Source: an optimization exercise on an open RTL-to-GDS flow (aim: small area, a short achievable clock period and few clock cycles per item). Production flows keep margins and buffers that such runs may drop.
Function was checked by simulation only, so behaviour that the tests miss may differ from the original.
Power figures rest on the tool's default switching activity, not on a simulated workload.

`design/flow/config.mk`:
```
export PLATFORM = sky130hd
export DESIGN_NAME = idct_block
export DESIGN_NICKNAME = idct_block
export VERILOG_FILES = /design/flow/design.v
export SDC_FILE = /design/flow/constraint.sdc
export NUM_CORES = 4
export LEC_CHECK = 0
export CAP_MARGIN = 20
export CORE_MARGIN = 2
export CORE_UTILIZATION = 55
export CTS_CLUSTER_DIAMETER = 100
export CTS_CLUSTER_SIZE = 24
export PLACE_DENSITY_LB_ADDON = 0.2
export SLEW_MARGIN = 20
```
`design/flow/standard.sh`:
```
#!/bin/bash
# synth_recipe.tcl (not shown) runs the flow's synth.tcl, then flattens the netlist and writes it again
# the make line also repeats each setting of config.mk as NAME=value (left out here)
make -C /OpenROAD-flow-scripts/flow DESIGN_CONFIG=/design/flow/config.mk WORK_HOME=/design/flow/orfs CLKGATE_MAP_FILE= SYNTH_SCRIPT=/design/flow/synth_recipe.tcl "${@:-finish}"
```
`design/flow/flow/run.sh`:
```
#!/bin/bash
set -euo pipefail
W=$(cd "$(dirname "$0")/.." && pwd)
cd "$W"
MARGIN=6.4
{ cat config.mk; echo "export SETUP_SLACK_MARGIN = $MARGIN"; } > flow_config.mk
sed "s|DESIGN_CONFIG=[^ ]*|DESIGN_CONFIG=$W/flow_config.mk|" standard.sh > flow_standard.sh
bash flow_standard.sh > flow_make.log 2>&1
```
`design/flow/constraint.sdc`:
```
create_clock -name core_clock -period 10.0 [get_ports {CLOCK}]
set_input_delay 2.0000 -clock core_clock [delete_from_list [all_inputs] [get_ports {CLOCK}]]
set_output_delay 2.0000 -clock core_clock [all_outputs]
set_load 0.01 [all_outputs]
```
`design/flow/design.v`:
```
`timescale 1ns/10ps
`default_nettype none
module idct_block (
    input  logic        CLOCK,
    input  logic        Resetn,
    input  logic        in_valid,
    input  logic [15:0] in_data,
    output logic        in_ready,
    output logic        out_valid,
    output logic [31:0] out_data,
    input  logic        out_ready
);
    logic [2:0]  ph;           
    logic [5:0]  wn;           
    logic        xv;           
    logic        bv;           
    logic        ldp;          
    logic [2:0]  ldk;          
    logic        sv;           
    logic [2:0]  sk;           
    logic        w_xfer;       
    logic        sfull;        
    logic        obv;          
    logic [5:0]  ow;           
    logic        out_load;
    logic        obe;
    logic        in_take;
    logic        d_act, d_first, d_xfer;
    logic [5:0]  wn_nx;
    logic        pv1;          
    logic        w_act, w_first, w_cp;
    logic [2:0]  w_k;
    logic        d_cp;
    logic [7:0]  m0;           
    logic        done_all;
    logic        clr0, cpy0;   
    assign in_take  = in_valid && in_ready;
    assign wn_nx    = wn + {5'd0, in_take};
    logic        o_first, o_src_s;
    assign o_first  = (ph == 3'd5) && d_xfer;
    assign out_load = (obv || o_first) && (ph - 3'd5 == ow[2:0] || o_first) && (!out_valid || out_ready);
    assign o_src_s  = o_first || (ow[5:3] == 3'd0);
    assign done_all = &(m0 | {((clr0 || cpy0) && (ph == 3'd5)), 7'd0});
    assign obe      = !obv;
    always_comb begin
        d_act = 1'b0; d_first = 1'b0; d_xfer = 1'b0; d_cp = !done_all;
        if (!done_all) begin
            d_act = 1'b0;
        end else if (sv && (sk != 3'd0)) begin
            d_act = 1'b1;
        end else if (sv && (!sfull || obe)) begin
            d_act = 1'b1; d_first = 1'b1; d_xfer = sfull;
        end else if (sfull && obe) begin
            d_xfer = 1'b1;
        end
    end
    always_ff @(posedge CLOCK or negedge Resetn) begin
        if (!Resetn) begin
            ph       <= 3'd7;
            wn       <= '0;
            in_ready <= 1'b0;
            xv       <= 1'b0;
            bv       <= 1'b0;
            ldp      <= 1'b0;
            ldk      <= '0;
            sv       <= 1'b0;
            sk       <= '0;
            w_xfer   <= 1'b0;
            w_act    <= 1'b0;
            w_first  <= 1'b0;
            w_cp     <= 1'b0;
            w_k      <= '0;
            sfull    <= 1'b0;
            obv      <= 1'b0;
            ow       <= '0;
            out_valid <= 1'b0;
        end else begin
            ph <= ph + 3'd1;
            wn <= wn_nx;
            in_ready <= (ph + 3'd1 == wn_nx[2:0]) && !((wn_nx[2:0] == 3'd7) && sv);
            xv  <= in_take;
            bv  <= xv;
            ldp <= pv1 && (ph == 3'd2);
            if (pv1 && (ph == 3'd2)) ldk <= wn[5:3] - 3'd1;
            if (ldp) begin
                sv <= 1'b1;
                sk <= ldk;
            end
            if (ph == 3'd5) begin
                w_xfer <= d_xfer;
                w_act  <= d_act;
                w_first <= d_first;
                w_cp   <= d_cp;
                w_k    <= sk;
                if (d_act) sv <= 1'b0;
                if (d_act && (sk == 3'd7)) sfull <= 1'b1;
                else if (d_xfer) sfull <= 1'b0;
            end
            if (o_first) begin
                obv <= 1'b1;
                ow  <= {5'd0, out_load};
            end else if (out_load) begin
                ow <= ow + 6'd1;
                if (ow == 6'd63) obv <= 1'b0;
            end
            if (out_load) out_valid <= 1'b1;
            else if (out_ready) out_valid <= 1'b0;
        end
    end
    logic [15:0] x_q;
    always_ff @(posedge CLOCK) x_q <= in_data;
    logic signed [15:0] m1_b1;
    logic signed [17:0] m1_b3;
    logic signed [18:0] m1_b5;
    logic [6:0][16:0] m1_q;
    logic [2:0] m1_zb, m1_z;
    always_ff @(posedge CLOCK) begin
        m1_b1 <= $signed(x_q);
        m1_b3 <= 18'($signed(x_q)) + (18'($signed(x_q)) <<< 1);
        m1_b5 <= 19'($signed(x_q)) + (19'($signed(x_q)) <<< 2);
        m1_zb <= {(x_q[5:0] == 6'd0), (x_q[6:0] == 7'd0), (x_q[7:0] == 8'd0)};
        m1_z <= m1_zb;
        m1_q[0] <= 17'(((26'(m1_b5) <<< 6) + (26'(m1_b5) <<< 3) + (26'(m1_b1) <<< 1)) >>> 8);   
        m1_q[1] <= 17'(((26'(m1_b1) <<< 9) - (26'(m1_b5) <<< 1)) >>> 8);   
        m1_q[2] <= 17'(((26'(m1_b1) <<< 9) - (26'(m1_b5) <<< 3) + 26'(m1_b1)) >>> 8);   
        m1_q[3] <= 17'(((26'(m1_b1) <<< 9) - (26'(m1_b5) <<< 4) - (26'(m1_b3) <<< 1)) >>> 8);   
        m1_q[4] <= 17'(((26'(m1_b1) <<< 8) + (26'(m1_b1) <<< 5) - (26'(m1_b1) <<< 2)) >>> 8);   
        m1_q[5] <= 17'(((26'(m1_b3) <<< 6) + (26'(m1_b1) <<< 2)) >>> 8);   
        m1_q[6] <= 17'(((26'(m1_b5) <<< 4) + (26'(m1_b5) <<< 2)) >>> 8);   
    end
    logic        clr1;             
    logic [3:0][6:0] sel1;         
    logic [7:0]  neg1;             
    logic [2:0]  n1n;
    assign n1n = ph - 3'd2;
    always_ff @(posedge CLOCK or negedge Resetn) begin
        if (!Resetn) begin
            pv1 <= 1'b0; clr1 <= 1'b0; sel1 <= '0; neg1 <= '0;
        end else begin
            pv1  <= bv;
            clr1 <= bv && (n1n == 3'd0);
            sel1 <= '0; neg1 <= '0;
            if (bv) begin
                case (n1n)
                    3'd0: begin sel1[0] <= 7'd1; sel1[1] <= 7'd1; sel1[2] <= 7'd1; sel1[3] <= 7'd1; neg1 <= 8'b00000000; end
                    3'd1: begin sel1[0] <= 7'd2; sel1[1] <= 7'd8; sel1[2] <= 7'd16; sel1[3] <= 7'd64; neg1 <= 8'b11110000; end
                    3'd2: begin sel1[0] <= 7'd4; sel1[1] <= 7'd32; sel1[2] <= 7'd32; sel1[3] <= 7'd4; neg1 <= 8'b00111100; end
                    3'd3: begin sel1[0] <= 7'd8; sel1[1] <= 7'd64; sel1[2] <= 7'd2; sel1[3] <= 7'd16; neg1 <= 8'b10001110; end
                    3'd4: begin sel1[0] <= 7'd1; sel1[1] <= 7'd1; sel1[2] <= 7'd1; sel1[3] <= 7'd1; neg1 <= 8'b01100110; end
                    3'd5: begin sel1[0] <= 7'd16; sel1[1] <= 7'd2; sel1[2] <= 7'd64; sel1[3] <= 7'd8; neg1 <= 8'b10110010; end
                    3'd6: begin sel1[0] <= 7'd32; sel1[1] <= 7'd4; sel1[2] <= 7'd4; sel1[3] <= 7'd32; neg1 <= 8'b01011010; end
                    3'd7: begin sel1[0] <= 7'd64; sel1[1] <= 7'd16; sel1[2] <= 7'd8; sel1[3] <= 7'd2; neg1 <= 8'b10101010; end
                    default: ;
                endcase
            end
        end
    end
    logic [3:0][16:0] t1q;
    logic [3:0]       t1z;
    always_comb begin
        for (int i = 0; i < 4; i++) begin
            t1q[i] = '0; t1z[i] = 1'b0;
            for (int j = 0; j < 7; j++) t1q[i] = t1q[i] | (m1_q[j] & {17{sel1[i][j]}});
            t1z[i] = (m1_z[0] & (sel1[i][2])) | (m1_z[1] & (sel1[i][0] | sel1[i][1] | sel1[i][3])) | (m1_z[2] & (sel1[i][4] | sel1[i][5] | sel1[i][6]));
        end
    end
    logic [7:0][9:0] tlo, thi, thi_nx;
    logic [7:0]      tcy;
    logic [3:0][6:0] t1hd;            
    logic [7:0]      neg1d;
    logic            clr1d;
    always_comb begin
        thi_nx[0] = 10'((({(clr1d ? 10'd0 : thi[0]), 1'b1}) + {({{3{t1hd[0][6]}}, t1hd[0]} ^ {10{neg1d[0]}}), tcy[0]}) >> 1);
        thi_nx[1] = 10'((({(clr1d ? 10'd0 : thi[1]), 1'b1}) + {({{3{t1hd[1][6]}}, t1hd[1]} ^ {10{neg1d[1]}}), tcy[1]}) >> 1);
        thi_nx[2] = 10'((({(clr1d ? 10'd0 : thi[2]), 1'b1}) + {({{3{t1hd[2][6]}}, t1hd[2]} ^ {10{neg1d[2]}}), tcy[2]}) >> 1);
        thi_nx[3] = 10'((({(clr1d ? 10'd0 : thi[3]), 1'b1}) + {({{3{t1hd[3][6]}}, t1hd[3]} ^ {10{neg1d[3]}}), tcy[3]}) >> 1);
        thi_nx[4] = 10'((({(clr1d ? 10'd0 : thi[4]), 1'b1}) + {({{3{t1hd[3][6]}}, t1hd[3]} ^ {10{neg1d[4]}}), tcy[4]}) >> 1);
        thi_nx[5] = 10'((({(clr1d ? 10'd0 : thi[5]), 1'b1}) + {({{3{t1hd[2][6]}}, t1hd[2]} ^ {10{neg1d[5]}}), tcy[5]}) >> 1);
        thi_nx[6] = 10'((({(clr1d ? 10'd0 : thi[6]), 1'b1}) + {({{3{t1hd[1][6]}}, t1hd[1]} ^ {10{neg1d[6]}}), tcy[6]}) >> 1);
        thi_nx[7] = 10'((({(clr1d ? 10'd0 : thi[7]), 1'b1}) + {({{3{t1hd[0][6]}}, t1hd[0]} ^ {10{neg1d[7]}}), tcy[7]}) >> 1);
    end
    always_ff @(posedge CLOCK or negedge Resetn) begin
        if (!Resetn) begin
            neg1d <= '0; clr1d <= 1'b0;
        end else begin
            neg1d <= neg1; clr1d <= clr1;
        end
    end
    always_ff @(posedge CLOCK) begin
        for (int i = 0; i < 4; i++) t1hd[i] <= t1q[i][16:10];
        {tcy[0], tlo[0]} <= 11'((({1'b0, (clr1 ? 10'd0 : tlo[0]), 1'b1}) + {1'b0, (t1q[0][9:0] ^ {10{neg1[0]}}), neg1[0] & t1z[0]}) >> 1);
        thi[0] <= thi_nx[0];
        {tcy[1], tlo[1]} <= 11'((({1'b0, (clr1 ? 10'd0 : tlo[1]), 1'b1}) + {1'b0, (t1q[1][9:0] ^ {10{neg1[1]}}), neg1[1] & t1z[1]}) >> 1);
        thi[1] <= thi_nx[1];
        {tcy[2], tlo[2]} <= 11'((({1'b0, (clr1 ? 10'd0 : tlo[2]), 1'b1}) + {1'b0, (t1q[2][9:0] ^ {10{neg1[2]}}), neg1[2] & t1z[2]}) >> 1);
        thi[2] <= thi_nx[2];
        {tcy[3], tlo[3]} <= 11'((({1'b0, (clr1 ? 10'd0 : tlo[3]), 1'b1}) + {1'b0, (t1q[3][9:0] ^ {10{neg1[3]}}), neg1[3] & t1z[3]}) >> 1);
        thi[3] <= thi_nx[3];
        {tcy[4], tlo[4]} <= 11'((({1'b0, (clr1 ? 10'd0 : tlo[4]), 1'b1}) + {1'b0, (t1q[3][9:0] ^ {10{neg1[4]}}), neg1[4] & t1z[3]}) >> 1);
        thi[4] <= thi_nx[4];
        {tcy[5], tlo[5]} <= 11'((({1'b0, (clr1 ? 10'd0 : tlo[5]), 1'b1}) + {1'b0, (t1q[2][9:0] ^ {10{neg1[5]}}), neg1[5] & t1z[2]}) >> 1);
        thi[5] <= thi_nx[5];
        {tcy[6], tlo[6]} <= 11'((({1'b0, (clr1 ? 10'd0 : tlo[6]), 1'b1}) + {1'b0, (t1q[1][9:0] ^ {10{neg1[6]}}), neg1[6] & t1z[1]}) >> 1);
        thi[6] <= thi_nx[6];
        {tcy[7], tlo[7]} <= 11'((({1'b0, (clr1 ? 10'd0 : tlo[7]), 1'b1}) + {1'b0, (t1q[0][9:0] ^ {10{neg1[7]}}), neg1[7] & t1z[0]}) >> 1);
        thi[7] <= thi_nx[7];
    end
    logic [7:0][19:0] stg;
    always_ff @(posedge CLOCK) begin
        for (int j = 0; j < 7; j++) stg[j] <= ldp ? {thi_nx[j], tlo[j]} : stg[j+1];
        stg[7] <= ldp ? {thi_nx[7], tlo[7]} : stg[0];
    end
    logic signed [19:0] m2_b1;
    logic signed [21:0] m2_b3;
    logic signed [22:0] m2_b5;
    logic [6:0][20:0] m2_q;
    logic [2:0] m2_zb, m2_z;
    always_ff @(posedge CLOCK) begin
        m2_b1 <= $signed(stg[0]);
        m2_b3 <= 22'($signed(stg[0])) + (22'($signed(stg[0])) <<< 1);
        m2_b5 <= 23'($signed(stg[0])) + (23'($signed(stg[0])) <<< 2);
        m2_zb <= {(stg[0][5:0] == 6'd0), (stg[0][6:0] == 7'd0), (stg[0][7:0] == 8'd0)};
        m2_z <= m2_zb;
        m2_q[0] <= 21'(((30'(m2_b5) <<< 6) + (30'(m2_b5) <<< 3) + (30'(m2_b1) <<< 1)) >>> 8);   
        m2_q[1] <= 21'(((30'(m2_b1) <<< 9) - (30'(m2_b5) <<< 1)) >>> 8);   
        m2_q[2] <= 21'(((30'(m2_b1) <<< 9) - (30'(m2_b5) <<< 3) + 30'(m2_b1)) >>> 8);   
        m2_q[3] <= 21'(((30'(m2_b1) <<< 9) - (30'(m2_b5) <<< 4) - (30'(m2_b3) <<< 1)) >>> 8);   
        m2_q[4] <= 21'(((30'(m2_b1) <<< 8) + (30'(m2_b1) <<< 5) - (30'(m2_b1) <<< 2)) >>> 8);   
        m2_q[5] <= 21'(((30'(m2_b3) <<< 6) + (30'(m2_b1) <<< 2)) >>> 8);   
        m2_q[6] <= 21'(((30'(m2_b5) <<< 4) + (30'(m2_b5) <<< 2)) >>> 8);   
    end
    logic        clr2;             
    logic [3:0][6:0] sel2;         
    logic [7:0]  neg2;
    always_ff @(posedge CLOCK or negedge Resetn) begin
        if (!Resetn) begin
            clr2 <= 1'b0; sel2 <= '0; neg2 <= '0;
        end else if (ph == 3'd5) begin
            clr2 <= d_first;
            sel2 <= '0; neg2 <= '0;
            if (d_act) begin
                case (sk)
                    3'd0: begin sel2[0] <= 7'd1; sel2[1] <= 7'd1; sel2[2] <= 7'd1; sel2[3] <= 7'd1; neg2 <= 8'b00000000; end
                    3'd1: begin sel2[0] <= 7'd2; sel2[1] <= 7'd8; sel2[2] <= 7'd16; sel2[3] <= 7'd64; neg2 <= 8'b11110000; end
                    3'd2: begin sel2[0] <= 7'd4; sel2[1] <= 7'd32; sel2[2] <= 7'd32; sel2[3] <= 7'd4; neg2 <= 8'b00111100; end
                    3'd3: begin sel2[0] <= 7'd8; sel2[1] <= 7'd64; sel2[2] <= 7'd2; sel2[3] <= 7'd16; neg2 <= 8'b10001110; end
                    3'd4: begin sel2[0] <= 7'd1; sel2[1] <= 7'd1; sel2[2] <= 7'd1; sel2[3] <= 7'd1; neg2 <= 8'b01100110; end
                    3'd5: begin sel2[0] <= 7'd16; sel2[1] <= 7'd2; sel2[2] <= 7'd64; sel2[3] <= 7'd8; neg2 <= 8'b10110010; end
                    3'd6: begin sel2[0] <= 7'd32; sel2[1] <= 7'd4; sel2[2] <= 7'd4; sel2[3] <= 7'd32; neg2 <= 8'b01011010; end
                    3'd7: begin sel2[0] <= 7'd64; sel2[1] <= 7'd16; sel2[2] <= 7'd8; sel2[3] <= 7'd2; neg2 <= 8'b10101010; end
                    default: ;
                endcase
            end
        end
    end
    logic [6:0]  sel0;
    logic        neg0;
    logic [2:0]  c_nx, c_now;
    logic        nx_act, nx_first, nx_cp, pend_nx;
    logic [2:0]  nx_k;
    logic [5:0]  ow_e;
    assign c_nx     = ph - 3'd5;
    assign c_now    = ph - 3'd6;
    assign nx_act   = (ph == 3'd5) ? d_act   : w_act;
    assign nx_first = (ph == 3'd5) ? d_first : w_first;
    assign nx_cp    = (ph == 3'd5) ? d_cp    : w_cp;
    assign nx_k     = (ph == 3'd5) ? sk      : w_k;
    assign ow_e     = o_first ? 6'd0 : ow;
    assign pend_nx  = (obv || o_first) && (ow_e[5:3] == 3'd0) && (ow_e[2:0] <= c_nx) && !out_load;
    always_ff @(posedge CLOCK or negedge Resetn) begin
        if (!Resetn) begin
            sel0 <= '0; neg0 <= 1'b0; clr0 <= 1'b0; cpy0 <= 1'b0; m0 <= 8'hff;
        end else begin
            sel0 <= '0; neg0 <= 1'b0; clr0 <= 1'b0; cpy0 <= 1'b0;
            if (nx_act && nx_first) begin
                if (!pend_nx) begin sel0 <= 7'd1; clr0 <= 1'b1; end
            end else if (nx_act) begin
                case (nx_k)
                    3'd0: begin sel0 <= 7'd1; neg0 <= 1'b0; end
                    3'd1: begin sel0 <= 7'd2; neg0 <= 1'b0; end
                    3'd2: begin sel0 <= 7'd4; neg0 <= 1'b0; end
                    3'd3: begin sel0 <= 7'd8; neg0 <= 1'b0; end
                    3'd4: begin sel0 <= 7'd1; neg0 <= 1'b0; end
                    3'd5: begin sel0 <= 7'd16; neg0 <= 1'b0; end
                    3'd6: begin sel0 <= 7'd32; neg0 <= 1'b0; end
                    3'd7: begin sel0 <= 7'd64; neg0 <= 1'b0; end
                    default: ;
                endcase
            end else if (nx_cp && !m0[c_nx] && !pend_nx) begin
                cpy0 <= 1'b1;
            end
            if ((ph == 3'd5) && d_first) m0 <= '0;
            else if (clr0 || cpy0) m0[c_now] <= 1'b1;
        end
    end
    logic [20:0] t0q;
    logic        t0z;
    always_comb begin
        t0q = '0;
        for (int j = 0; j < 7; j++) t0q = t0q | (m2_q[j] & {21{sel0[j]}});
        t0z = (m2_z[0] & (sel0[2])) | (m2_z[1] & (sel0[0] | sel0[1] | sel0[3])) | (m2_z[2] & (sel0[4] | sel0[5] | sel0[6]));
    end
    logic [3:0][20:0] t2q;
    logic [3:0]       t2z;
    always_comb begin
        for (int i = 0; i < 4; i++) begin
            t2q[i] = '0; t2z[i] = 1'b0;
            for (int j = 0; j < 7; j++) t2q[i] = t2q[i] | (m2_q[j] & {21{sel2[i][j]}});
            t2z[i] = (m2_z[0] & (sel2[i][2])) | (m2_z[1] & (sel2[i][0] | sel2[i][1] | sel2[i][3])) | (m2_z[2] & (sel2[i][4] | sel2[i][5] | sel2[i][6]));
        end
    end
    logic [7:0][7:0][22:0] sr;    
    logic [7:1][7:0][22:0] ob;    
    logic [7:0][12:0] rlo;
    logic [7:0][10:0] rhi;
    logic [7:0]       rcy;
    logic [3:0][8:0]  t2hd;           
    logic [8:0]       t0hd;
    logic [7:0]       neg2d;
    logic             clr2d, neg0d, clr0d, cpy0d;
    always_ff @(posedge CLOCK or negedge Resetn) begin
        if (!Resetn) begin
            neg2d <= '0; clr2d <= 1'b0; neg0d <= 1'b0; clr0d <= 1'b0; cpy0d <= 1'b0;
        end else begin
            neg2d <= neg2; clr2d <= clr2; neg0d <= neg0; clr0d <= clr0; cpy0d <= cpy0;
        end
    end
    always_comb begin
        rlo[0] = 13'((({1'b0, (cpy0 ? sr[7][0][11:0] : (clr0 ? 12'd0 : sr[0][0][11:0])), 1'b1}) + {1'b0, (t0q[11:0] ^ {12{neg0}}), neg0 & t0z}) >> 1);
        rhi[0] = 11'((({(cpy0d ? sr[7][7][22:12] : (clr0d ? 11'd0 : sr[0][7][22:12])), 1'b1}) + {({{2{t0hd[8]}}, t0hd} ^ {11{neg0d}}), rcy[0]}) >> 1);
        rlo[1] = 13'((({1'b0, (clr2 ? 12'd0 : sr[1][0][11:0]), 1'b1}) + {1'b0, (t2q[1][11:0] ^ {12{neg2[1]}}), neg2[1] & t2z[1]}) >> 1);
        rhi[1] = 11'((({(clr2d ? 11'd0 : sr[1][7][22:12]), 1'b1}) + {({{2{t2hd[1][8]}}, t2hd[1]} ^ {11{neg2d[1]}}), rcy[1]}) >> 1);
        rlo[2] = 13'((({1'b0, (clr2 ? 12'd0 : sr[2][0][11:0]), 1'b1}) + {1'b0, (t2q[2][11:0] ^ {12{neg2[2]}}), neg2[2] & t2z[2]}) >> 1);
        rhi[2] = 11'((({(clr2d ? 11'd0 : sr[2][7][22:12]), 1'b1}) + {({{2{t2hd[2][8]}}, t2hd[2]} ^ {11{neg2d[2]}}), rcy[2]}) >> 1);
        rlo[3] = 13'((({1'b0, (clr2 ? 12'd0 : sr[3][0][11:0]), 1'b1}) + {1'b0, (t2q[3][11:0] ^ {12{neg2[3]}}), neg2[3] & t2z[3]}) >> 1);
        rhi[3] = 11'((({(clr2d ? 11'd0 : sr[3][7][22:12]), 1'b1}) + {({{2{t2hd[3][8]}}, t2hd[3]} ^ {11{neg2d[3]}}), rcy[3]}) >> 1);
        rlo[4] = 13'((({1'b0, (clr2 ? 12'd0 : sr[4][0][11:0]), 1'b1}) + {1'b0, (t2q[3][11:0] ^ {12{neg2[4]}}), neg2[4] & t2z[3]}) >> 1);
        rhi[4] = 11'((({(clr2d ? 11'd0 : sr[4][7][22:12]), 1'b1}) + {({{2{t2hd[3][8]}}, t2hd[3]} ^ {11{neg2d[4]}}), rcy[4]}) >> 1);
        rlo[5] = 13'((({1'b0, (clr2 ? 12'd0 : sr[5][0][11:0]), 1'b1}) + {1'b0, (t2q[2][11:0] ^ {12{neg2[5]}}), neg2[5] & t2z[2]}) >> 1);
        rhi[5] = 11'((({(clr2d ? 11'd0 : sr[5][7][22:12]), 1'b1}) + {({{2{t2hd[2][8]}}, t2hd[2]} ^ {11{neg2d[5]}}), rcy[5]}) >> 1);
        rlo[6] = 13'((({1'b0, (clr2 ? 12'd0 : sr[6][0][11:0]), 1'b1}) + {1'b0, (t2q[1][11:0] ^ {12{neg2[6]}}), neg2[6] & t2z[1]}) >> 1);
        rhi[6] = 11'((({(clr2d ? 11'd0 : sr[6][7][22:12]), 1'b1}) + {({{2{t2hd[1][8]}}, t2hd[1]} ^ {11{neg2d[6]}}), rcy[6]}) >> 1);
        rlo[7] = 13'((({1'b0, (clr2 ? 12'd0 : sr[7][0][11:0]), 1'b1}) + {1'b0, (t2q[0][11:0] ^ {12{neg2[7]}}), neg2[7] & t2z[0]}) >> 1);
        rhi[7] = 11'((({(clr2d ? 11'd0 : sr[7][7][22:12]), 1'b1}) + {({{2{t2hd[0][8]}}, t2hd[0]} ^ {11{neg2d[7]}}), rcy[7]}) >> 1);
    end
    always_ff @(posedge CLOCK) begin
        for (int i = 0; i < 4; i++) t2hd[i] <= t2q[i][20:12];
        t0hd <= t0q[20:12];
        for (int r = 0; r < 8; r++) begin
            for (int j = 0; j < 6; j++) sr[r][j] <= sr[r][j+1];
            sr[r][6] <= {rhi[r], sr[r][7][11:0]};
            sr[r][7] <= {sr[r][0][22:12], rlo[r][11:0]};
            rcy[r]   <= rlo[r][12];
        end
        for (int r = 1; r < 8; r++) begin
            for (int j = 0; j < 7; j++) ob[r][j] <= ob[r][j+1];
            ob[r][7] <= w_xfer ? sr[r][0] : ob[r][0];
        end
    end
    logic [22:0] o_q;
    always_ff @(posedge CLOCK) begin
        if (out_load) begin
            case (o_src_s ? 3'd0 : ow[5:3])
                3'd1: o_q <= ob[1][1];
                3'd2: o_q <= ob[2][1];
                3'd3: o_q <= ob[3][1];
                3'd4: o_q <= ob[4][1];
                3'd5: o_q <= ob[5][1];
                3'd6: o_q <= ob[6][1];
                3'd7: o_q <= ob[7][1];
                default: o_q <= sr[0][1];
            endcase
        end
    end
    assign out_data = {{9{o_q[22]}}, o_q};
endmodule
`default_nettype wire
```
==> results.json, run 1 <==
{
  "seq_area_frac_synth_pct": 61.20,
  "final-setup-viol-count": 0,
  "powerDensity_mw_per_mm2": 265.5,
  "clk_pin_slew_ns": 0.10,
  "nNetsFinal": 10991,
  "start_util_pct": 55.42,
  "cp-start-kind": "flop",
  "yosysMostFrequentCell": "dfxtp_1",
  "cp.arrival_ns": 4.47,
  "gp_congestion": 0.9275,
  "numPortBuffers": 53,
  "synth_top_area_cell": "dfxtp_1",
  "cp-end-kind": "flop",
  "cts_buffers": 177,
  "yosys_warnings": 1,
  "grt.overflow.total": 0,
  "status": "timing/DRC/antenna clean",
  "cpPeakStageDelay_ns": 0.62,
  "max_freq_mhz": 272.2,
  "crit_type": "flop to flop",
  "hold_buffers": 0,
  "syn_inst": 9932,
  "drive_above_1_share_pct": 10.59,
  "seq_area_mm2": 0.07486,
  "worstHoldPathType": "flop to flop",
  "vias": 71195,
  "async_reset_ff_share_pct": 2.763,
  "dp_cells": 12708,
  "wl_per_cell_um": 22.27,
  "dpl_cell_area_mm2": 0.1256,
  "wl_mm": 291.7,
  "vias_per_cell": 5.435,
  "cp_data_required_time_ns": 10.80,
  "cts_sinks": 3692,
  "drc": 0,
  "num-fill-cells": 17398,
  "slowest_stage": "a222oi_1",
  "syn_to_final_growth_pct": 9.392,
  "io_pins": 54,
  "ys_ff_latch": 3692,
  "htreeDepth": 4,
  "finClkSkew_ns": 0.07144,
  "synth_ff_type": "dfxtp_1",
  "grt_pass1_vias": 69910,
  "cts_tree": "yes",
  "synth.area.top_cells": "dfxtp_1 59%, ha_1 7.7%, xnor2_1 3.2%",
  "drtIter0Drc": 5307,
  "drt-pass1-iter-count": 10,
  "grt_max_degree": 131,
  "synth_top_area_share_pct": 58.53,
  "ir_worst_vdd_v": 0.0001770,
  "hold_viol_final": 0,
  "fin_crit_sh_pct": 36.73,
  "root_buffer": "clkbuf_16",
  "hpwl_mm": 212.7,
  "ys_top_cells_by_count": "3567 x dfxtp_1, 750 x ha_1, 450 x xnor2_1, 436 x inv_1, 401 x nor2_1",
  "max_slew_margin_pct": 24.03,
  "finalMaxSlewViolations": 0,
  "clock_latency_ns": 0.90,
  "die-area_mm2": 0.2256,
  "syn_avg_cell_area_um2": 12.28,
  "postRouteAntennaNets": 0,
  "clock_path_buffers": 3,
  "hold_ws_ns": 0.3066,
  "multiInputGateArea_mm2": 0.04594,
  "ys_types": 101,
  "core_mm2": 0.2202,
  "grt_pass1_wl_mm": 433.6,
  "worst_slew_pin_slew_ns": 1.139,
  "synth.cell_area_mm2": 0.1220,
  "fin_area_mm2": 0.1335,
  "grt_use_total_pct": 25.45,
  "cp_max_fo": 11,
  "setup_tns_ns": 0,
  "cp_cell_sequence": "buf_4 > clkbuf_16 > a222oi_1 > nand3_2 > xor2_1 > ha_1 > nor2b_1 > o21a_1 > o31a_1 > o41ai_2 > xnor2_1",
  "synth_edf_count": 23,
  "fp.dieH_um": 475.0,
  "maxCapViolCount": 0,
  "rsz0062_at_grt": "yes",
  "layout_min_cycle_time_ns": 3.673,
  "fin_cells": 13100,
  "p_leak_nw": 58.48,
  "power_mw": 35.43,
  "rows": 172,
  "die_w_um": 475.0,
  "synth_fp_nets": 10858,
  "antenna_found_initial": 12
}
-- flip-flops by register name, indices dropped and copies added, names as in the netlist, 9 cells and up --
| name | cells |
|---|---|
| m1_q | 117 |
| m1_b3 | 16 |
| m2_b5 | 22 |
| t0hd | 9 |
| t1hd | 28 |
| stg | 160 |
| m1_b1 | 14 |
| m2_b3 | 20 |
| sr | 1472 |
| m2_b1 | 18 |
| o_q | 23 |
| tlo | 80 |
| ob | 1288 |
| m1_b5 | 18 |
| x_q | 16 |
| t2hd | 36 |
| thi | 80 |
| m2_q | 145 |
-- per-stage QoR --
| stage | worst slack, ns | util, % |
|---|---|---|
| after CTS | 6.198 | 59.92 |
| after floorplan | 6.426 | - |
| after global routing | 6.205 | 60.62 |
| final | 6.327 | 60.62 |
| after detailed placement | 4.918 | 57.05 |
| after global placement | 4.986 | 57.04 |
-- report_power, final --
| part | switching, mW | internal [mW] | leakage, nW |
|---|---|---|---|
| clock | 4.55 | 3.36 | 2.46 |
| sequential | 1.28 | 16.1 | 30.5 |
| combinational | 5.88 | 4.28 | 25.6 |
| total | 11.7 | 23.7 | 58.5 |
-- worst paths after layout --
kind	from	to	slack, ns	depth (start not counted)
worst max-delay path	sel2[26]	sr[908]	6.33	11
worst min-delay path	sr[1394]	sr[1371]	0.31	0
worst max register to register	sel2[26]	sr[908]	6.33	11
worst min register to register	sr[1394]	sr[1371]	0.31	0
max in group asynchronous	Resetn	clr2d	7.29	2
min in group asynchronous	Resetn	xv	1.19	1
-- per-layer routing --
metal | GRT usage, % | wire length, µm | up-vias
met5 | 0 | 0 | -
met4 | 7.306 | 8570 | 0
met3 | 3.661 | 14320 | 379
met2 | 40.89 | 132400 | 1622
met1 | 35.73 | 136400 | 34717
li1 | - | - | 34477
-- logic make-up (layout without fill, tap and decap cells) --
| family | after synthesis | in the layout | synth area share (%) |
|---|---|---|---|
| fa+ha+maj | 906 | 906 | 10.25 |
| xor+xnor | 838 | 838 | 6.016 |
| flops | 3692 | 3692 | 61.20 |
| compound gates | 1826 | 1826 | 10.55 |
| buf+inv | 715 | 919 | 2.237 |
| other cells | 0 | 5 | 0 |
| mux | 301 | 301 | 2.789 |
| simple gates | 1654 | 1655 | 6.957 |
-- cell usage in the layout (no fill, tap or decap), types with 37 or more instances in the layout --
cell       synthesis  routed
and3_1            40      40
dfxtp_1         3567    3513
nor2b_1          364     362
clkbuf_1         225      43
clkbuf_16          0     184
buf_4              9     142
nand2_1          210     208
a21oi_2            4      47
dfrtp_1           91      61
inv_1            436     420
a21o_1           146     146
a22o_1            56      56
and2_1            38      37
a21oi_1          382     335
nor3_1           125     119
o21bai_1         136     136
fa_1             156     143
a222oi_1          97      97
nor2_1           401     395
mux2_2           292     292
xnor2_1          450     449
a22oi_1          378     373
o21ai_0          169     151
ha_1             750     744
xor2_1           388     379
nand2b_1          51      51
nand3_1          263     238
o21a_1            85      84
-- layout make-up --
class	instances	area share (%)
Antenna cell	5	0.009375
Clock buffer	223	3.479
Clock inverter	28	0.3478
Timing Repair Buffer	230	1.607
Multi-Input combinational cell	5526	34.42
Inverter	438	1.276
Sequential cell	3692	56.09
Tap cell	2958	2.773
-- what timing repair did --
| item | in CTS | in global routing |
|---|---|---|
| gates resized for setup | 321 | 199 |
| setup buffers | 48 | 81 |
| gates cloned | 1 | 6 |
| endpoints found under the setup margin | 289 | 134 |
| pin swaps | 24 | 86 |
-- critical path, delay by kind of cell, from the launching register on --
| kind | cells | cell delay [ns] |
|---|---|---|
| compound gates | 4 | 1.41 |
| xor+xnor | 2 | 0.43 |
| fa+ha+maj | 1 | 0.37 |
| buf+inv | 2 | 0.33 |
| flops | 1 | 0.44 |
| simple gates | 2 | 0.61 |
Testbench counts, summed over its fixed seeds: cycles 6,768, blocks 96.
==> inputs of run 2 (changes only) <==
--- a/design/flow/design.v
+++ b/design/flow/design.v
@@ -15,3 +15,2 @@
     logic        xv;           
-    logic        bv;           
     logic        ldp;          
@@ -39,6 +38,6 @@
     logic        o_first, o_src_s;
-    assign o_first  = (ph == 3'd5) && d_xfer;
-    assign out_load = (obv || o_first) && (ph - 3'd5 == ow[2:0] || o_first) && (!out_valid || out_ready);
+    assign o_first  = (ph == 3'd4) && d_xfer;
+    assign out_load = (obv || o_first) && (ph - 3'd4 == ow[2:0] || o_first) && (!out_valid || out_ready);
     assign o_src_s  = o_first || (ow[5:3] == 3'd0);
-    assign done_all = &(m0 | {((clr0 || cpy0) && (ph == 3'd5)), 7'd0});
+    assign done_all = &(m0 | {((clr0 || cpy0) && (ph == 3'd4)), 7'd0});
     assign obe      = !obv;
@@ -62,3 +61,2 @@
             xv       <= 1'b0;
-            bv       <= 1'b0;
             ldp      <= 1'b0;
@@ -81,5 +79,4 @@
             xv  <= in_take;
-            bv  <= xv;
-            ldp <= pv1 && (ph == 3'd2);
-            if (pv1 && (ph == 3'd2)) ldk <= wn[5:3] - 3'd1;
+            ldp <= pv1 && (ph == 3'd1);
+            if (pv1 && (ph == 3'd1)) ldk <= wn[5:3] - 3'd1;
             if (ldp) begin
@@ -88,3 +85,3 @@
             end
-            if (ph == 3'd5) begin
+            if (ph == 3'd4) begin
                 w_xfer <= d_xfer;
@@ -109,4 +106,2 @@
     end
-    logic [15:0] x_q;
-    always_ff @(posedge CLOCK) x_q <= in_data;
     logic signed [15:0] m1_b1;
@@ -117,6 +112,6 @@
     always_ff @(posedge CLOCK) begin
-        m1_b1 <= $signed(x_q);
-        m1_b3 <= 18'($signed(x_q)) + (18'($signed(x_q)) <<< 1);
-        m1_b5 <= 19'($signed(x_q)) + (19'($signed(x_q)) <<< 2);
-        m1_zb <= {(x_q[5:0] == 6'd0), (x_q[6:0] == 7'd0), (x_q[7:0] == 8'd0)};
+        m1_b1 <= $signed(in_data);
+        m1_b3 <= 18'($signed(in_data)) + (18'($signed(in_data)) <<< 1);
+        m1_b5 <= 19'($signed(in_data)) + (19'($signed(in_data)) <<< 2);
+        m1_zb <= {(in_data[5:0] == 6'd0), (in_data[6:0] == 7'd0), (in_data[7:0] == 8'd0)};
         m1_z <= m1_zb;
@@ -134,3 +129,3 @@
     logic [2:0]  n1n;
-    assign n1n = ph - 3'd2;
+    assign n1n = ph - 3'd1;
     always_ff @(posedge CLOCK or negedge Resetn) begin
@@ -139,6 +134,6 @@
         end else begin
-            pv1  <= bv;
-            clr1 <= bv && (n1n == 3'd0);
+            pv1  <= xv;
+            clr1 <= xv && (n1n == 3'd0);
             sel1 <= '0; neg1 <= '0;
-            if (bv) begin
+            if (xv) begin
                 case (n1n)
@@ -237,3 +232,3 @@
             clr2 <= 1'b0; sel2 <= '0; neg2 <= '0;
-        end else if (ph == 3'd5) begin
+        end else if (ph == 3'd4) begin
             clr2 <= d_first;
@@ -261,8 +256,8 @@
     logic [5:0]  ow_e;
-    assign c_nx     = ph - 3'd5;
-    assign c_now    = ph - 3'd6;
-    assign nx_act   = (ph == 3'd5) ? d_act   : w_act;
-    assign nx_first = (ph == 3'd5) ? d_first : w_first;
-    assign nx_cp    = (ph == 3'd5) ? d_cp    : w_cp;
-    assign nx_k     = (ph == 3'd5) ? sk      : w_k;
+    assign c_nx     = ph - 3'd4;
+    assign c_now    = ph - 3'd5;
+    assign nx_act   = (ph == 3'd4) ? d_act   : w_act;
+    assign nx_first = (ph == 3'd4) ? d_first : w_first;
+    assign nx_cp    = (ph == 3'd4) ? d_cp    : w_cp;
+    assign nx_k     = (ph == 3'd4) ? sk      : w_k;
     assign ow_e     = o_first ? 6'd0 : ow;
@@ -291,3 +286,3 @@
             end
-            if ((ph == 3'd5) && d_first) m0 <= '0;
+            if ((ph == 3'd4) && d_first) m0 <= '0;
             else if (clr0 || cpy0) m0[c_now] <= 1'b1;
--- a/design/flow/config.mk
+++ b/design/flow/config.mk
@@ -9,6 +9,6 @@
 export CORE_MARGIN = 2
-export CORE_UTILIZATION = 55
+export CORE_UTILIZATION = 62
 export CTS_CLUSTER_DIAMETER = 100
 export CTS_CLUSTER_SIZE = 24
-export PLACE_DENSITY_LB_ADDON = 0.2
+export PLACE_DENSITY_LB_ADDON = 0.15
 export SLEW_MARGIN = 20
==> run 2 against run 1 <==
Still clean on timing, DRC and antenna. Non-clock buffer count increased by 19. Total power fell by 5.4%. First-iteration DRC count increased by 8.3%. Critical path depth decreased by 8. Register-to-register slack improved by 0.07 ns. Die area decreased by 12%. Sequential power shrank 2%. Flip-flop and latch count is 17 lower. Maximum frequency fell by 0.25%. Clock skew shrank 0.023 ns. Count of clock-buffer cells in the layout decreased by 14. Via count decreased by 0.99%.
==> results.json, run 2 <==
{
  "clock_latency_ns": 0.87,
  "ys_ff_latch": 3675,
  "syn_avg_cell_area_um2": 12.36,
  "layout_commonest_cell": "dfxtp_1",
  "synth.area.top_cells": "dfxtp_1 59%, ha_1 7.8%, xnor2_1 3.9%",
  "hold_depth": 0,
  "max_slew_margin_pct": 18.83,
  "cpPeakStageDelay_ns": 0.39,
  "worst_slew_pin_slew_ns": 1.218,
  "async_reset_ff_share_pct": 2.748,
  "rsz0062_at_grt": "yes",
  "hold_viol_final": 0,
  "syn_inst": 9788,
  "wl_mm": 273.5,
  "fin_crit_sh_pct": 36.83,
  "drive_above_1_share_pct": 11.83,
  "vias": 70487,
  "synth_ff_type": "dfxtp_1",
  "cp_cell_sequence": "buf_6 > buf_12 > buf_6",
  "powerDensity_mw_per_mm2": 253.7,
  "fp.dieH_um": 445.8,
  "drt-pass1-iter-count": 15,
  "fin_cells": 12555,
  "num-fill-cells": 13923,
  "cts_tree": "yes",
  "cts_buffers": 176,
  "grt_pass1_wl_mm": 411.4,
  "drc": 0,
  "status": "timing/DRC/antenna clean",
  "die_w_um": 445.8,
  "cp.arrival_ns": 1.68,
  "synth_edf_count": 23,
  "start_util_pct": 62.26,
  "max_freq_mhz": 271.5,
  "hold_buffers": 0,
  "setup_tns_ns": 0,
  "crit_top_cell": "buf_6",
  "final_core_util_pct": 67.97,
  "grt_pass1_vias": 69935,
  "cp-start-kind": "flop",
  "synth_top_area_cell": "dfxtp_1",
  "r2r_setup_slack_ns": 6.40,
  "finalMaxSlewViolations": 0,
  "finClkSkew_ns": 0.04828,
  "synth.cell_area_mm2": 0.1210,
  "postRouteAntennaNets": 0,
  "yosysMostFrequentCell": "dfxtp_1",
  "syn_to_final_growth_pct": 9.175,
  "seq_area_frac_synth_pct": 61.41,
  "gp_congestion": 0.9396,
  "vias_per_cell": 5.614,
  "top_register": "sr",
  "crit_type": "flop to primary output",
  "antenna_found_initial": 15,
  "grt_use_total_pct": 27.03,
  "timing.rr.start": "sel1[21]",
  "power_mw": 33.52,
  "hpwl_mm": 196.3,
  "ir_worst_vdd_v": 0.0002042,
  "core_mm2": 0.1944,
  "hold_ws_ns": 0.3096,
  "ys_types": 99,
  "synth_top_area_share_pct": 58.74,
  "top_regs": "sr (1472), ob (1288), stg (160)",
  "maxCapViolCount": 0,
  "grt_max_degree": 89,
  "numPortBuffers": 53,
  "worstHoldPathType": "flop to flop",
  "layout_min_cycle_time_ns": 3.683,
  "rows": 162,
  "cp_data_required_time_ns": 8.00,
  "nNetsFinal": 10885,
  "dp_cells": 12166,
  "layout_common_cells": "3501 x dfxtp_1, 742 x ha_1, 535 x xnor2_1",
  "largest_reg_flops": 1472,
  "p_leak_nw": 57.76,
  "cp_max_fo": 5,
  "r2r_end": "tlo[29]",
  "synth_fp_nets": 10718,
  "final-setup-viol-count": 0,
  "ys_top_cells_by_count": "3551 x dfxtp_1, 754 x ha_1, 538 x xnor2_1, 432 x inv_1, 413 x a21oi_1",
  "drtIter0Drc": 5745,
  "yosys_warnings": 1,
  "grt.overflow.total": 0,
  "root_buffer": "clkbuf_16",
  "die-area_mm2": 0.1988,
  "clock_path_buffers": 3,
  "io_pins": 54,
  "worstRegToRegCells": 17,
  "htreeDepth": 4,
  "min_to": "ob[973]",
  "wl_per_cell_um": 21.79,
  "clk_pin_slew_ns": 0.09,
  "cts_sinks": 3675,
  "slowest_stage": "edfxtp_1",
  "worstHoldStart": "ob[996]",
  "cp-end-kind": "primary output"
}
==> run 2: cell types whose count changed in the layout (fill, tap and decap cells not counted), moves of 20 or more <==
cell,change
a211oi_1,-20
a21oi_2,+39
buf_4,+22
mux2_2,+22
nand2_1,+33
nand2b_1,+27
nand3_1,-35
nor2_1,-72
nor2b_1,+24
o21bai_1,-21
xnor2_1,+86
xor2_1,-75
==> run 2: how the worst max path moves through the flow <==
stage	startpoint	end	slack [ns]	cells after the start
after CTS	o_q[22]	out_data[31]	6.25	3
after floorplan	in_data[0]	m1_b3[15]	5.84	13
after global placement	in_data[2]	m1_b5[16]	4.72	14
after global routing	o_q[22]	out_data[26]	6.24	3
final	o_q[22]	out_data[26]	6.32	3
after detailed placement	in_data[2]	m1_b5[16]	4.77	14
==> run 2: final cells by class <==
type	instances	area [µm²]	share of cell area, %
antenna	4	10.01	0.007576
timing repair buffer	249	2218	1.679
clock buffer	209	4581	3.467
multi-input combinational	5416	45490	34.43
clock inverter	23	400.4	0.3030
inverter	437	1720	1.302
sequential	3675	74520	56.40
tap	2542	3181	2.407
==> run 2: layer usage <==
metal,routed length [µm],share of wire [%],up-vias,GRT usage (%)
li1,-,-,33775,-
met1,122700,45,34361,36.60
met2,128300,47,1845,44.79
met3,13120,4.8,498,3.606
met4,9356,3.4,8,9.061
met5,48,0.018,-,0
==> run 2: metrics by stage <==
step / setup slack (ns) / area (µm²)
finish: 6.317 / 132100
global route: 6.243 / 132100
CTS: 6.247 / 130600
detailed placement: 4.772 / 124200
global placement: 4.716 / 124200
floorplan: 5.842 / 121100
==> run 2: cell families (layout without fill, tap and decap cells) <==
kind of cell / after synthesis / after routing / share of synthesized area [%]
xor+xnor: 848 / 848 / 6.137
buf+inv: 698 / 918 / 2.209
compound gates: 1781 / 1781 / 10.29
mux: 321 / 321 / 3.000
fa+ha+maj: 910 / 910 / 10.38
simple gates: 1555 / 1556 / 6.577
other cells: 0 / 4 / 0
flops: 3675 / 3675 / 61.41
==> run 2: what timing repair did <==
item,CTS,global route
gates cloned,1,4
pin swaps,47,105
setup endpoints to repair,289,161
buffers inserted,67,81
resized for setup,424,238
==> run 2: where the power goes <==
group | switching, mW | total [mW] | internal (mW)
clock network | 4.46 | 7.77 | 3.31
logic | 5.04 | 8.75 | 3.71
registers | 1.11 | 17.0 | 15.9
==> run 2: critical path: cells and delay by family (launching register included) <==
family                 cells  cell delay [ns]
buffers and inverters      3             0.43
flip-flops                 1             0.39
Testbench counts of run 2, summed over its fixed seeds: cycles 6,760, blocks 96.
==> inputs of run 3 (changes only) <==
--- a/design/flow/design.v
+++ b/design/flow/design.v
@@ -36,9 +36,11 @@
     assign in_take  = in_valid && in_ready;
+    assign set_sready = (ph == 3'd4) && d_act && (sk == 3'd7);
     assign wn_nx    = wn + {5'd0, in_take};
-    logic        o_first, o_src_s;
-    assign o_first  = (ph == 3'd4) && d_xfer;
-    assign out_load = (obv || o_first) && (ph - 3'd4 == ow[2:0] || o_first) && (!out_valid || out_ready);
-    assign o_src_s  = o_first || (ow[5:3] == 3'd0);
+    logic        o_src_s, sready, obusy, o_start, o_last, set_sready;
+    assign out_load = obv && (ph + 3'd1 == ow[2:0]) && (!out_valid || out_ready);
+    assign o_last   = out_load && (ow == 6'd63);
+    assign o_start  = sready && (!obv || o_last);
+    assign o_src_s  = (ow[5:3] == 3'd0);
     assign done_all = &(m0 | {((clr0 || cpy0) && (ph == 3'd4)), 7'd0});
-    assign obe      = !obv;
+    assign obe      = !obusy;    
     always_comb begin
@@ -71,2 +73,4 @@
             sfull    <= 1'b0;
+            sready   <= 1'b0;
+            obusy    <= 1'b0;
             obv      <= 1'b0;
@@ -95,8 +99,14 @@
             end
-            if (o_first) begin
-                obv <= 1'b1;
-                ow  <= {5'd0, out_load};
-            end else if (out_load) begin
-                ow <= ow + 6'd1;
-                if (ow == 6'd63) obv <= 1'b0;
+            if ((ph == 3'd4) && d_xfer) obusy <= 1'b1;
+            else if (o_last) obusy <= 1'b0;
+            if (o_start) begin
+                obv    <= 1'b1;
+                ow     <= '0;
+                sready <= 1'b0;
+            end else begin
+                if (set_sready) sready <= 1'b1;
+                if (out_load) begin
+                    ow <= ow + 6'd1;
+                    if (ow == 6'd63) obv <= 1'b0;
+                end
             end
@@ -255,3 +265,4 @@
     logic [2:0]  nx_k;
-    logic [5:0]  ow_e;
+    logic [5:0]  ow_nx;
+    logic        obv_nx, sready_nx;
     assign c_nx     = ph - 3'd4;
@@ -262,4 +273,6 @@
     assign nx_k     = (ph == 3'd4) ? sk      : w_k;
-    assign ow_e     = o_first ? 6'd0 : ow;
-    assign pend_nx  = (obv || o_first) && (ow_e[5:3] == 3'd0) && (ow_e[2:0] <= c_nx) && !out_load;
+    assign ow_nx    = o_start ? 6'd0 : (ow + {5'd0, out_load});
+    assign obv_nx   = o_start || (obv && !o_last);
+    assign sready_nx = !o_start && (sready || set_sready);
+    assign pend_nx  = sready_nx || (obv_nx && (ow_nx[5:3] == 3'd0) && (ow_nx[2:0] <= c_nx));
     always_ff @(posedge CLOCK or negedge Resetn) begin
@@ -358,10 +371,10 @@
             case (o_src_s ? 3'd0 : ow[5:3])
-                3'd1: o_q <= ob[1][1];
-                3'd2: o_q <= ob[2][1];
-                3'd3: o_q <= ob[3][1];
-                3'd4: o_q <= ob[4][1];
-                3'd5: o_q <= ob[5][1];
-                3'd6: o_q <= ob[6][1];
-                3'd7: o_q <= ob[7][1];
-                default: o_q <= sr[0][1];
+                3'd1: o_q <= ob[1][6];
+                3'd2: o_q <= ob[2][6];
+                3'd3: o_q <= ob[3][6];
+                3'd4: o_q <= ob[4][6];
+                3'd5: o_q <= ob[5][6];
+                3'd6: o_q <= ob[6][6];
+                3'd7: o_q <= ob[7][6];
+                default: o_q <= sr[0][6];
             endcase
==> run 3 against run 2 <==
Core utilization up 0.53 points. Still clean. Die area up 1.0%. Setup slack worse by 0.078 ns. Sequential share of layout area down 0.70 points. Routed wire length up 2.6%. Clock skew up 0.0094 ns. Clock power down 1%. Critical endpoint unchanged. Flip-flop and latch count up 2. Register-to-register slack worse by 0.09 ns. Sequential power about the same. Count of clock-buffer cells in the layout down 1.
==> results.json, run 3 <==
{
  "drc": 0,
  "cp-end-kind": "primary output",
  "grt_max_degree": 113,
  "rows": 162,
  "seq_area_mm2": 0.07456,
  "seq_area_frac_synth_pct": 60.83,
  "vias": 71844,
  "numPortBuffers": 53,
  "clk_pin_slew_ns": 0.09,
  "cts_sinks": 3677,
  "drt-pass1-iter-count": 10,
  "start_util_pct": 62.57,
  "max_slew_margin_pct": 28.16,
  "synth_edf_count": 23,
  "powerDensity_mw_per_mm2": 252.2,
  "fin_crit_sh_pct": 37.60,
  "setup_tns_ns": 0,
  "cp_max_fo": 5,
  "yosys_warnings": 1,
  "cp_data_required_time_ns": 8.00,
  "multiInputGateArea_mm2": 0.04670,
  "cp.arrival_ns": 1.76,
  "ys_types": 94,
  "core_mm2": 0.1954,
  "die-area_mm2": 0.2008,
  "clock_path_buffers": 3,
  "hpwl_mm": 202.1,
  "final-setup-viol-count": 0,
  "cp-start-kind": "flop",
  "comb_power_share_pct": 26.9,
  "p_sw_share_pct": 31.88,
  "async_reset_ff_share_pct": 2.801,
  "worst_slew_pin_slew_ns": 1.078,
  "wl_per_cell_um": 21.85,
  "synth_fp_nets": 10910,
  "syn_avg_cell_area_um2": 12.26,
  "wl_mm": 280.6,
  "hold_ws_ns": 0.3121,
  "antenna_found_initial": 15,
  "vias_per_cell": 5.594,
  "p_sw_mw": 10.76,
  "status": "timing/DRC/antenna clean",
  "synth.cell_area_mm2": 0.1223,
  "die_w_um": 448.1,
  "worstHoldPathType": "flop to flop",
  "p_clk_share_pct": 22.7,
  "crit_type": "flop to primary output",
  "synth_top_area_cell": "dfxtp_1",
  "rsz0062_at_grt": "yes",
  "cts_tree": "yes",
  "syn_to_final_growth_pct": 9.478,
  "htreeDepth": 4,
  "fp.dieH_um": 448.1,
  "layout_commonest_cell": "dfxtp_1",
  "root_buffer": "clkbuf_16",
  "layout_common_cells": "3505 x dfxtp_1, 742 x ha_1, 443 x xnor2_1",
  "yosysMostFrequentCell": "dfxtp_1",
  "nNetsFinal": 11098,
  "largest_reg_flops": 1472,
  "ys_top_cells_by_count": "3551 x dfxtp_1, 759 x ha_1, 454 x inv_1, 450 x a21oi_1, 448 x xnor2_1",
  "fin_cells": 12844,
  "ir_worst_vdd_v": 0.0002438,
  "seqPwrFrac_pct": 50.4,
  "synth.area.top_cells": "dfxtp_1 58%, ha_1 7.8%, xnor2_1 3.2%",
  "max_freq_mhz": 265.9,
  "postRouteAntennaNets": 0,
  "gp_congestion": 0.9220,
  "synth_ff_type": "dfxtp_1",
  "p_leak_nw": 59.42,
  "internal_power_mw": 23.00,
  "grt.overflow.total": 0,
  "grt_pass1_vias": 70759,
  "top_regs": "sr (1472), ob (1288), stg (160)",
  "top_register": "sr",
  "clock_latency_ns": 0.88,
  "finalMaxSlewViolations": 0,
  "io_pins": 54,
  "dp_cells": 12416,
  "grt_use_total_pct": 27.35,
  "hold_viol_final": 0,
  "drtIter0Drc": 5820,
  "maxCapViolCount": 0,
  "hold_buffers": 0,
  "cts_buffers": 173,
  "layout_min_cycle_time_ns": 3.760,
  "synth_top_area_share_pct": 58.15,
  "ys_ff_latch": 3677,
  "syn_inst": 9975,
  "drive_above_1_share_pct": 12.07,
  "num-fill-cells": 14020,
  "grt_pass1_wl_mm": 417.6,
  "finClkSkew_ns": 0.05768
}
## run 3: cells by family after synthesis
kind of cell / count (synthesis) / share of synthesized area, %
fa+ha+maj: 915 / 10.32
compound gates: 1767 / 10.08
mux: 358 / 3.451
simple gates: 1676 / 6.940
xor+xnor: 849 / 6.082
buf+inv: 733 / 2.289
flops: 3677 / 60.83
## run 3: timing repair
action	CTS	global route
hold endpoints to repair	0	0
setup buffers	69	121
pin swaps	50	125
cloned	2	4
setup endpoints to repair	235	124
resized for setup	330	264
## run 3: through the flow
stage,setup slack [ns],utilization (%),power (mW),cell area (µm²)
after floorplan,5.146,-,23.15,122400
after global placement,3.914,64.20,25.63,125400
after detailed placement,3.962,64.20,25.89,125400
after CTS,6.210,67.44,33.54,131800
after global routing,6.170,68.49,35.45,133800
final,6.240,68.50,33.76,133800
## run 3: layer usage
layer / global-route usage, % / vias to the layer above / wire length, µm
met2: 44.90 / 1836 / 131200
met4: 9.967 / 0 / 10500
met1: 37.49 / 35026 / 126700
li1: - / 34527 / -
met3: 3.043 / 455 / 12240
met5: 0 / - / 0
## run 3: cell type report
| type | count | share of cell area (%) |
|---|---|---|
| Antenna cell | 4 | 0.007479 |
| Clock buffer | 208 | 3.372 |
| Clock inverter | 20 | 0.2374 |
| Inverter | 454 | 1.324 |
| Multi-Input combinational cell | 5565 | 34.89 |
| Sequential cell | 3677 | 55.70 |
| Tap cell | 2624 | 2.453 |
| Timing Repair Buffer | 292 | 2.012 |
## run 3: worst paths after layout
kind                              start      endpoint  slack [ns]  cells after the start
worst max-delay path            o_q[22]  out_data[26]        6.24                      2
worst max register to register    ph[0]       sel0[0]        6.31                     19
worst min register to register  sr[129]       sr[106]        0.31                      0
max in group asynchronous        Resetn       sel0[6]        7.36                      2
min in group asynchronous        Resetn      neg1d[4]        1.12                      1
worst min-delay path            sr[129]       sr[106]        0.31                      0
## run 3: worst max-delay path, stage by stage, from the launching register on
cell       delay, ns
edfxtp_1        0.55
clkbuf_16       0.23
buf_6           0.12
## run 3: power by group through the flow
| stage | sequential, mW | clock [mW] | combinational (mW) |
|---|---|---|---|
| after global routing | 17.1 | 8.35 | 9.97 |
| after global placement | 17.2 | 0 | 8.39 |
| final | 17.0 | 7.67 | 9.08 |
| after detailed placement | 17.3 | 0 | 8.59 |
| after floorplan | 16.8 | 0 | 6.30 |
| after CTS | 17.0 | 7.83 | 8.74 |
Testbench counts of run 3, summed over its fixed seeds: cycles 6,720, blocks 96.

==> static timing again, ports no longer ideal <==
How much do the figures lean on ideal ports? The routed layouts below were timed once more, with nothing changed but the port constraints. Step 1 (the two cells are an assumption about what drives the block):
set clk [get_ports {CLOCK}]
set_driving_cell -lib_cell sky130_fd_sc_hd__clkbuf_16 $clk
set_driving_cell -lib_cell sky130_fd_sc_hd__buf_2 [delete_from_list [all_inputs] $clk]
Step 2, shift: input delay + t, output delay - t, t = (earliest + latest rising clock arrival at the registers) / 2. This alone moves slack from input paths to output paths. Slacks: ideal ports / drivers / drivers and shift; pairs: ideal ports / drivers.
| run | t (ns) | setup WS [ns] | worst register clock-pin slew, ns | pins driven straight from the clock port |
|---|---|---|---|---|
| run 1 | 0.948 | 6.327 / 6.244 / 6.016 | 0.10 / 0.10 | 1 |
| run 2 | 0.932 | 6.317 / 6.231 / 5.584 | 0.10 / 0.10 | 1 |
| run 3 | 0.940 | 6.240 / 6.150 / 5.424 | 0.11 / 0.11 | 1 |
After both steps setup and hold are still met in every run listed. For run 3, which loses most, drivers alone change the setup slack by -0.090 ns; drivers and shift together by -0.816 ns.
